Background: an optimization exercise with open tools, aiming at small area and few clock cycles per item. Do not read the settings as production practice.
Where RTL was checked, it was by simulation tests only, not by an equivalence proof against the original.

==> job 9265 <==
## poly_horner_pipe
module poly_horner_pipe #(
  parameter int DATA_W   = 18,
  parameter int FRAC_W   = 12,
  parameter int DEGREE   = 4,
  parameter bit SATURATE = 1'b1,
  parameter logic [DATA_W*(DEGREE+1)-1:0] COEF_INIT =
    {18'h3f4ab, 18'h1ec5, 18'h3df43, 18'h1cc8, 18'h82}
) (
  input  logic                          clk,
  input  logic                          async_n,
  input  logic                          in_valid,
  output logic                          in_ready,
  input  logic [DATA_W-1:0]             x_in,
  input  logic                          coef_we,
  input  logic [$clog2(DEGREE+1)-1:0]   coef_addr,
  input  logic [DATA_W-1:0]             coef_wdata,
  input  logic                          coef_swap,
  output logic                          busy,
  output logic                          out_valid,
  input  logic                          out_ready,
  output logic [DATA_W-1:0]             y_out,
  output logic                          ovf_out
);
  logic [4:0][17:0] active, shadow, shadow_n;
  logic [4:0]       dirty, wr, commit;
  logic [3:0]       tok;
  logic             adv, accept;
  logic [4:1]       vld;
  logic [17:0]      pr1, pr2, pr3, pr4;
  logic             of1, of2, of3, of4;
  logic [17:0]      xr1, xr2, xr3;
  assign adv       = !vld[4] || out_ready;
  assign in_ready  = adv;
  assign accept    = in_valid && adv;
  assign busy      = |tok;
  assign out_valid = vld[4];
  always_comb begin
    for (int k = 0; k <= 4; k++) begin
      wr[k]       = coef_we && (coef_addr == 3'(k));
      shadow_n[k] = wr[k] ? coef_wdata : shadow[k];
    end
    commit[4] = coef_swap;
  ...
make LEC_CHECK=0 CAP_MARGIN=20 CORE_MARGIN=2 CORE_UTILIZATION=65 CTS_BUF_LIST=sky130_fd_sc_hd__clkbuf_16 CTS_CLUSTER_DIAMETER=100 CTS_CLUSTER_SIZE=30 SLEW_MARGIN=20 SYNTH_HIERARCHICAL=1 SYNTH_MINIMUM_KEEP_SIZE=0 finish   # period 10.0 ns
run.sh (not shown) runs the stock make flow with config.mk's settings and CLKGATE_MAP_FILE= SYNTH_SCRIPT=/design/flow/synth_recipe.tcl, a recipe that flattens the netlist after the stock synthesis.
==> inputs of job 4515, as changes to job 9265 <==
--- a/flow/config.mk
+++ b/flow/config.mk
@@ -10,5 +10,5 @@
 export CORE_UTILIZATION = 65
-export CTS_BUF_LIST = sky130_fd_sc_hd__clkbuf_16
-export CTS_CLUSTER_DIAMETER = 100
-export CTS_CLUSTER_SIZE = 30
+export CTS_BUF_LIST = sky130_fd_sc_hd__clkbuf_8
+export CTS_CLUSTER_DIAMETER = 50
+export CTS_CLUSTER_SIZE = 14
 export SLEW_MARGIN = 20
==> run notes <==
Job 9265 ran to the end with no violations. Job 4515 completed with no timing, DRC or antenna violations. Sequential share of layout area: job 4515 is lower than job 9265 (0.055 points). Of job 9265 and job 4515, job 4515 has the higher clock-buffer cell count (gap 21). Clock skew is about the same in job 4515 and job 9265. In job 4515 the setup slack is higher than in job 9265, by 0.060 ns.
No run of this note included a check of the RTL's function; only the layout flow was run.

==> run Z: inputs <==
Another version of the RTL of poly_horner_pipe (not shown whole).
==> module poly_horner_pipe, before the edit <==
module poly_horner_pipe #(
  parameter int DATA_W   = 18,
  parameter int FRAC_W   = 12,
  parameter int DEGREE   = 4,
  parameter bit SATURATE = 1'b1,
  parameter logic [DATA_W*(DEGREE+1)-1:0] COEF_INIT =
    {18'h3f4ab, 18'h1ec5, 18'h3df43, 18'h1cc8, 18'h82}
) (
  input  logic                          clk,
  input  logic                          async_n,
  input  logic                          in_valid,
  output logic                          in_ready,
  input  logic [DATA_W-1:0]             x_in,
  input  logic                          coef_we,
  input  logic [$clog2(DEGREE+1)-1:0]   coef_addr,
  input  logic [DATA_W-1:0]             coef_wdata,
  input  logic                          coef_swap,
  output logic                          busy,
  output logic                          out_valid,
  input  logic                          out_ready,
  output logic [DATA_W-1:0]             y_out,
  output logic                          ovf_out
);
  logic [4:0][17:0] active, shadow;
  logic [17:0]      c4_new;
  logic [4:0]       dirty, wr, commit, ld;
  logic [3:0]       tok;
  logic             adv, accept;
  logic [4:1]       vld;
  logic [17:0]      pr1, pr2, pr3, pr4;
  logic             of1, of2, of3, of4;
  logic [17:0]      xr1, xr2, xr3;
  assign adv       = !vld[4] || out_ready;
  assign in_ready  = adv;
  assign accept    = in_valid && adv;
  assign busy      = |tok;
  assign out_valid = vld[4];
  always_comb begin
    for (int k = 0; k <= 4; k++) wr[k] = coef_we && (coef_addr == 3'(k));
    commit[4] = coef_swap;
    commit[3] = tok[0] && adv;
    commit[2] = tok[1] && adv;
    commit[1] = tok[2] && adv;
    commit[0] = tok[3] && adv;
    for (int k = 0; k < 4; k++) ld[k] = commit[k] && dirty[k];
    ld[4]  = coef_swap && (dirty[4] || wr[4]);
    c4_new = wr[4] ? coef_wdata : shadow[4];
  end
  always_ff @(posedge clk or negedge async_n) begin
    if (!async_n) begin
      active <= COEF_INIT;
      dirty  <= '0;
      tok    <= '0;
    end else begin
      for (int k = 0; k < 4; k++)
        if (ld[k]) active[k] <= shadow[k];
      if (ld[4]) active[4] <= c4_new;
      for (int k = 0; k <= 4; k++) begin
        if (commit[k])  dirty[k] <= 1'b0;
        else if (wr[k]) dirty[k] <= 1'b1;
      end
      if (adv) tok <= {tok[2:0], coef_swap};
      else if (coef_swap) tok[0] <= 1'b1;
    end
  end
  always_ff @(posedge clk) begin
    for (int k = 0; k <= 4; k++)
      if (wr[k]) shadow[k] <= coef_wdata;
  end
  logic [17:0] p1, p2, p3, p4, na1, na2, na3, a4;
  logic        po1, po2, po3, po4, so1, so2, so3, so4;
  ph_mulsat   u_m1 (.na(~x_in), .x(active[4]), .p(p1), .po(po1));
  ph_addsat_n u_a1 (.p(pr1), .c(active[3]), .na(na1), .so(so1));
  ph_mulsat   u_m2 (.na(na1), .x(xr1), .p(p2), .po(po2));
  ph_addsat_n u_a2 (.p(pr2), .c(active[2]), .na(na2), .so(so2));
  ph_mulsat   u_m3 (.na(na2), .x(xr2), .p(p3), .po(po3));
  ph_addsat_n u_a3 (.p(pr3), .c(active[1]), .na(na3), .so(so3));
  ph_mulsat   u_m4 (.na(na3), .x(xr3), .p(p4), .po(po4));
  ph_addsat   u_a4 (.p(pr4), .c(active[0]), .a(a4), .so(so4));
  assign y_out   = a4;
  assign ovf_out = of4 | so4;
  always_ff @(posedge clk or negedge async_n) begin
    if (!async_n) vld <= '0;
    else if (adv) vld <= {vld[3:1], accept};
  end
  always_ff @(posedge clk) begin
    if (adv) begin
      pr1 <= p1;  of1 <= po1;
      pr2 <= p2;  of2 <= of1 | so1 | po2;
      pr3 <= p3;  of3 <= of2 | so2 | po3;
      pr4 <= p4;  of4 <= of3 | so3 | po4;
      xr1 <= x_in;
      xr2 <= xr1;
      xr3 <= xr2;
    end
  end
endmodule
clock: 10.0 ns
lec_check: 0
cap_margin: 20
core_margin: 2
core_utilization: 75
cts_buf_list: sky130_fd_sc_hd__clkbuf_16
cts_cluster_diameter: 80
cts_cluster_size: 24
slew_margin: 20
synth_hierarchical: 1
synth_minimum_keep_size: 0
==> run R: changes against run Z <==
--- a/flow/design.v
+++ b/flow/design.v
@@ -22,7 +22,6 @@
   output logic                          ovf_out
 );
-  logic [4:0][17:0] active, shadow;
-  logic [17:0]      c4_new;
-  logic [4:0]       dirty, wr, commit, ld;
+  logic [4:0][17:0] active, shadow, shadow_n;
+  logic [4:0]       dirty, wr, commit;
   logic [3:0]       tok;
   logic             adv, accept;
@@ -37,5 +36,8 @@
   assign out_valid = vld[4];
   always_comb begin
-    for (int k = 0; k <= 4; k++) wr[k] = coef_we && (coef_addr == 3'(k));
+    for (int k = 0; k <= 4; k++) begin
+      wr[k]       = coef_we && (coef_addr == 3'(k));
+      shadow_n[k] = wr[k] ? coef_wdata : shadow[k];
+    end
     commit[4] = coef_swap;
     commit[3] = tok[0] && adv;
@@ -43,7 +45,4 @@
     commit[1] = tok[2] && adv;
     commit[0] = tok[3] && adv;
-    for (int k = 0; k < 4; k++) ld[k] = commit[k] && dirty[k];
-    ld[4]  = coef_swap && (dirty[4] || wr[4]);
-    c4_new = wr[4] ? coef_wdata : shadow[4];
   end
   always_ff @(posedge clk or negedge async_n) begin
@@ -53,8 +52,6 @@
       tok    <= '0;
     end else begin
-      for (int k = 0; k < 4; k++)
-        if (ld[k]) active[k] <= shadow[k];
-      if (ld[4]) active[4] <= c4_new;
       for (int k = 0; k <= 4; k++) begin
+        if (commit[k] && (dirty[k] || wr[k])) active[k] <= shadow_n[k];
         if (commit[k])  dirty[k] <= 1'b0;
         else if (wr[k]) dirty[k] <= 1'b1;
CORE_UTILIZATION = 65   (was 75)
CTS_BUF_LIST = sky130_fd_sc_hd__clkbuf_8   (was sky130_fd_sc_hd__clkbuf_16)
CTS_CLUSTER_DIAMETER = 50   (was 80)
CTS_CLUSTER_SIZE = 14   (was 24)
==> run H: changes against run Z <==
--- a/flow/design.v
+++ b/flow/design.v
@@ -22,7 +22,6 @@
   output logic                          ovf_out
 );
-  logic [4:0][17:0] active, shadow;
-  logic [17:0]      c4_new;
-  logic [4:0]       dirty, wr, commit, ld;
+  logic [4:0][17:0] active, shadow, shadow_n;
+  logic [4:0]       dirty, wr, commit;
   logic [3:0]       tok;
   logic             adv, accept;
@@ -37,5 +36,8 @@
   assign out_valid = vld[4];
   always_comb begin
-    for (int k = 0; k <= 4; k++) wr[k] = coef_we && (coef_addr == 3'(k));
+    for (int k = 0; k <= 4; k++) begin
+      wr[k]       = coef_we && (coef_addr == 3'(k));
+      shadow_n[k] = wr[k] ? coef_wdata : shadow[k];
+    end
     commit[4] = coef_swap;
     commit[3] = tok[0] && adv;
@@ -43,7 +45,4 @@
     commit[1] = tok[2] && adv;
     commit[0] = tok[3] && adv;
-    for (int k = 0; k < 4; k++) ld[k] = commit[k] && dirty[k];
-    ld[4]  = coef_swap && (dirty[4] || wr[4]);
-    c4_new = wr[4] ? coef_wdata : shadow[4];
   end
   always_ff @(posedge clk or negedge async_n) begin
@@ -53,8 +52,6 @@
       tok    <= '0;
     end else begin
-      for (int k = 0; k < 4; k++)
-        if (ld[k]) active[k] <= shadow[k];
-      if (ld[4]) active[4] <= c4_new;
       for (int k = 0; k <= 4; k++) begin
+        if (commit[k] && (dirty[k] || wr[k])) active[k] <= shadow_n[k];
         if (commit[k])  dirty[k] <= 1'b0;
         else if (wr[k]) dirty[k] <= 1'b1;
==> run A: changes against run Z <==
CORE_UTILIZATION = 82   (was 75)
==> comparison <==
Run A ran to the end with no violations. Run H completed with no timing, DRC or antenna violations. Run R finished clean. Run Z completed with no timing, DRC or antenna violations. Sequential cell count is the same in run R and run H. The highest sequential share of layout area belongs to run A, the lowest to run R. Synthesized area: run H is larger than run A (2.2%). Cell count: run A < run Z < run H < run R. The highest fmax belongs to run Z, the lowest to run A. Global-route usage, lowest first: run R, run Z, run H, run A. The highest worst hold slack belongs to run A, the lowest to run R.
==> figures <==
| item | run Z | run R | run A | run H |
|---|---|---|---|---|
| Status | complete, no violations | complete, no violations | complete, no violations | complete, no violations |
| Max-slew headroom | 0.3157 | 0.2405 | 0.1322 | 0.1975 |
| Share of cell area taken by flip-flops and latches | 0.2048 | 0.1835 | 0.2050 | 0.1848 |
| Worst Hold Endpoint | shadow[77] | shadow[30] | shadow[87] | shadow[16] |
| WP data required | 10310 ps | 10380 ps | 10300 ps | 10310 ps |
| Minimum hold slack | 447.4 ps | 441.2 ps | 454.1 ps | 441.3 ps |
| Die width | 238.2 µm | 258.3 µm | 228.0 µm | 240.7 µm |
| Area after detailed placement | 43540 µm² | 44520 µm² | 43510 µm² | 44400 µm² |
| Maximum number of pins on one net before global-route repair | 81 | 62 | 74 | 66 |
| Number of buffers inserted during clock tree synthesis | 20 | 39 | 20 | 21 |
| Highest Clock Rate | 0.1057 GHz | 0.1052 GHz | 0.1047 GHz | 0.1050 GHz |
| Detailed route wirelength on metal3 | 11980 µm | 9981 µm | 15870 µm | 12710 µm |
| Full die area | 56750 µm² | 66710 µm² | 51980 µm² | 57950 µm² |
| Detailed-routed wire length on met2 | 53680 µm | 56860 µm | 56230 µm | 56010 µm |
| Post-detailed-placement half-perimeter wirelength | 81080 µm | 84680 µm | 84150 µm | 83640 µm |
| Endpoint of the worst setup timing path | pr2[11] | pr2[9] | pr2[14] | pr3[2] |
| Beginning of the worst hold path | shadow[77] | shadow[30] | shadow[87] | shadow[16] |
| Site Rows | 85 | 93 | 82 | 86 |
Testbench counts of run Z, summed over its fixed seeds: cycles 16,032, items 16,000.
Testbench counts of run A, summed over its fixed seeds: cycles 16,032, items 16,000.
Only the layout flow was run in run R and run H; the RTL was not checked for function there.

==> port drivers added, routing unchanged <==
The results above use ideal ports. As a check the final layouts listed here were re-extracted and re-timed, cells and wires unchanged.
Step 1, drivers: a clkbuf_16 drives clk and a buf_2 each remaining input, both assumed.
Step 2 also shifts input and output timing later by t, the mid clock arrival at the registers, as if the neighbouring blocks saw the same clock.
a / b / c = ideal ports / drivers / drivers and shift; a / b = the first two.
run	t, ns	slack for setup (ns)	clock arrival spread, ns	slew at the worst register clock pin (ns)	cell pins on the clock port's net
job 9265	0.618	0.384 / 0.384 / 0.384	0.055 / 0.056	0.12 / 0.12	1
job 4515	0.635	0.443 / 0.443 / 0.443	0.051 / 0.051	0.09 / 0.09	1
run Z	0.593	0.535 / 0.535 / 0.535	0.034 / 0.035	0.10 / 0.10	1
run R	0.679	0.495 / 0.495 / 0.495	0.036 / 0.036	0.10 / 0.10	1
run H	0.613	0.472 / 0.472 / 0.472	0.045 / 0.046	0.10 / 0.10	1
run A	0.611	0.452 / 0.452 / 0.452	0.046 / 0.046	0.10 / 0.10	1
After both steps setup and hold are still met in every run listed.
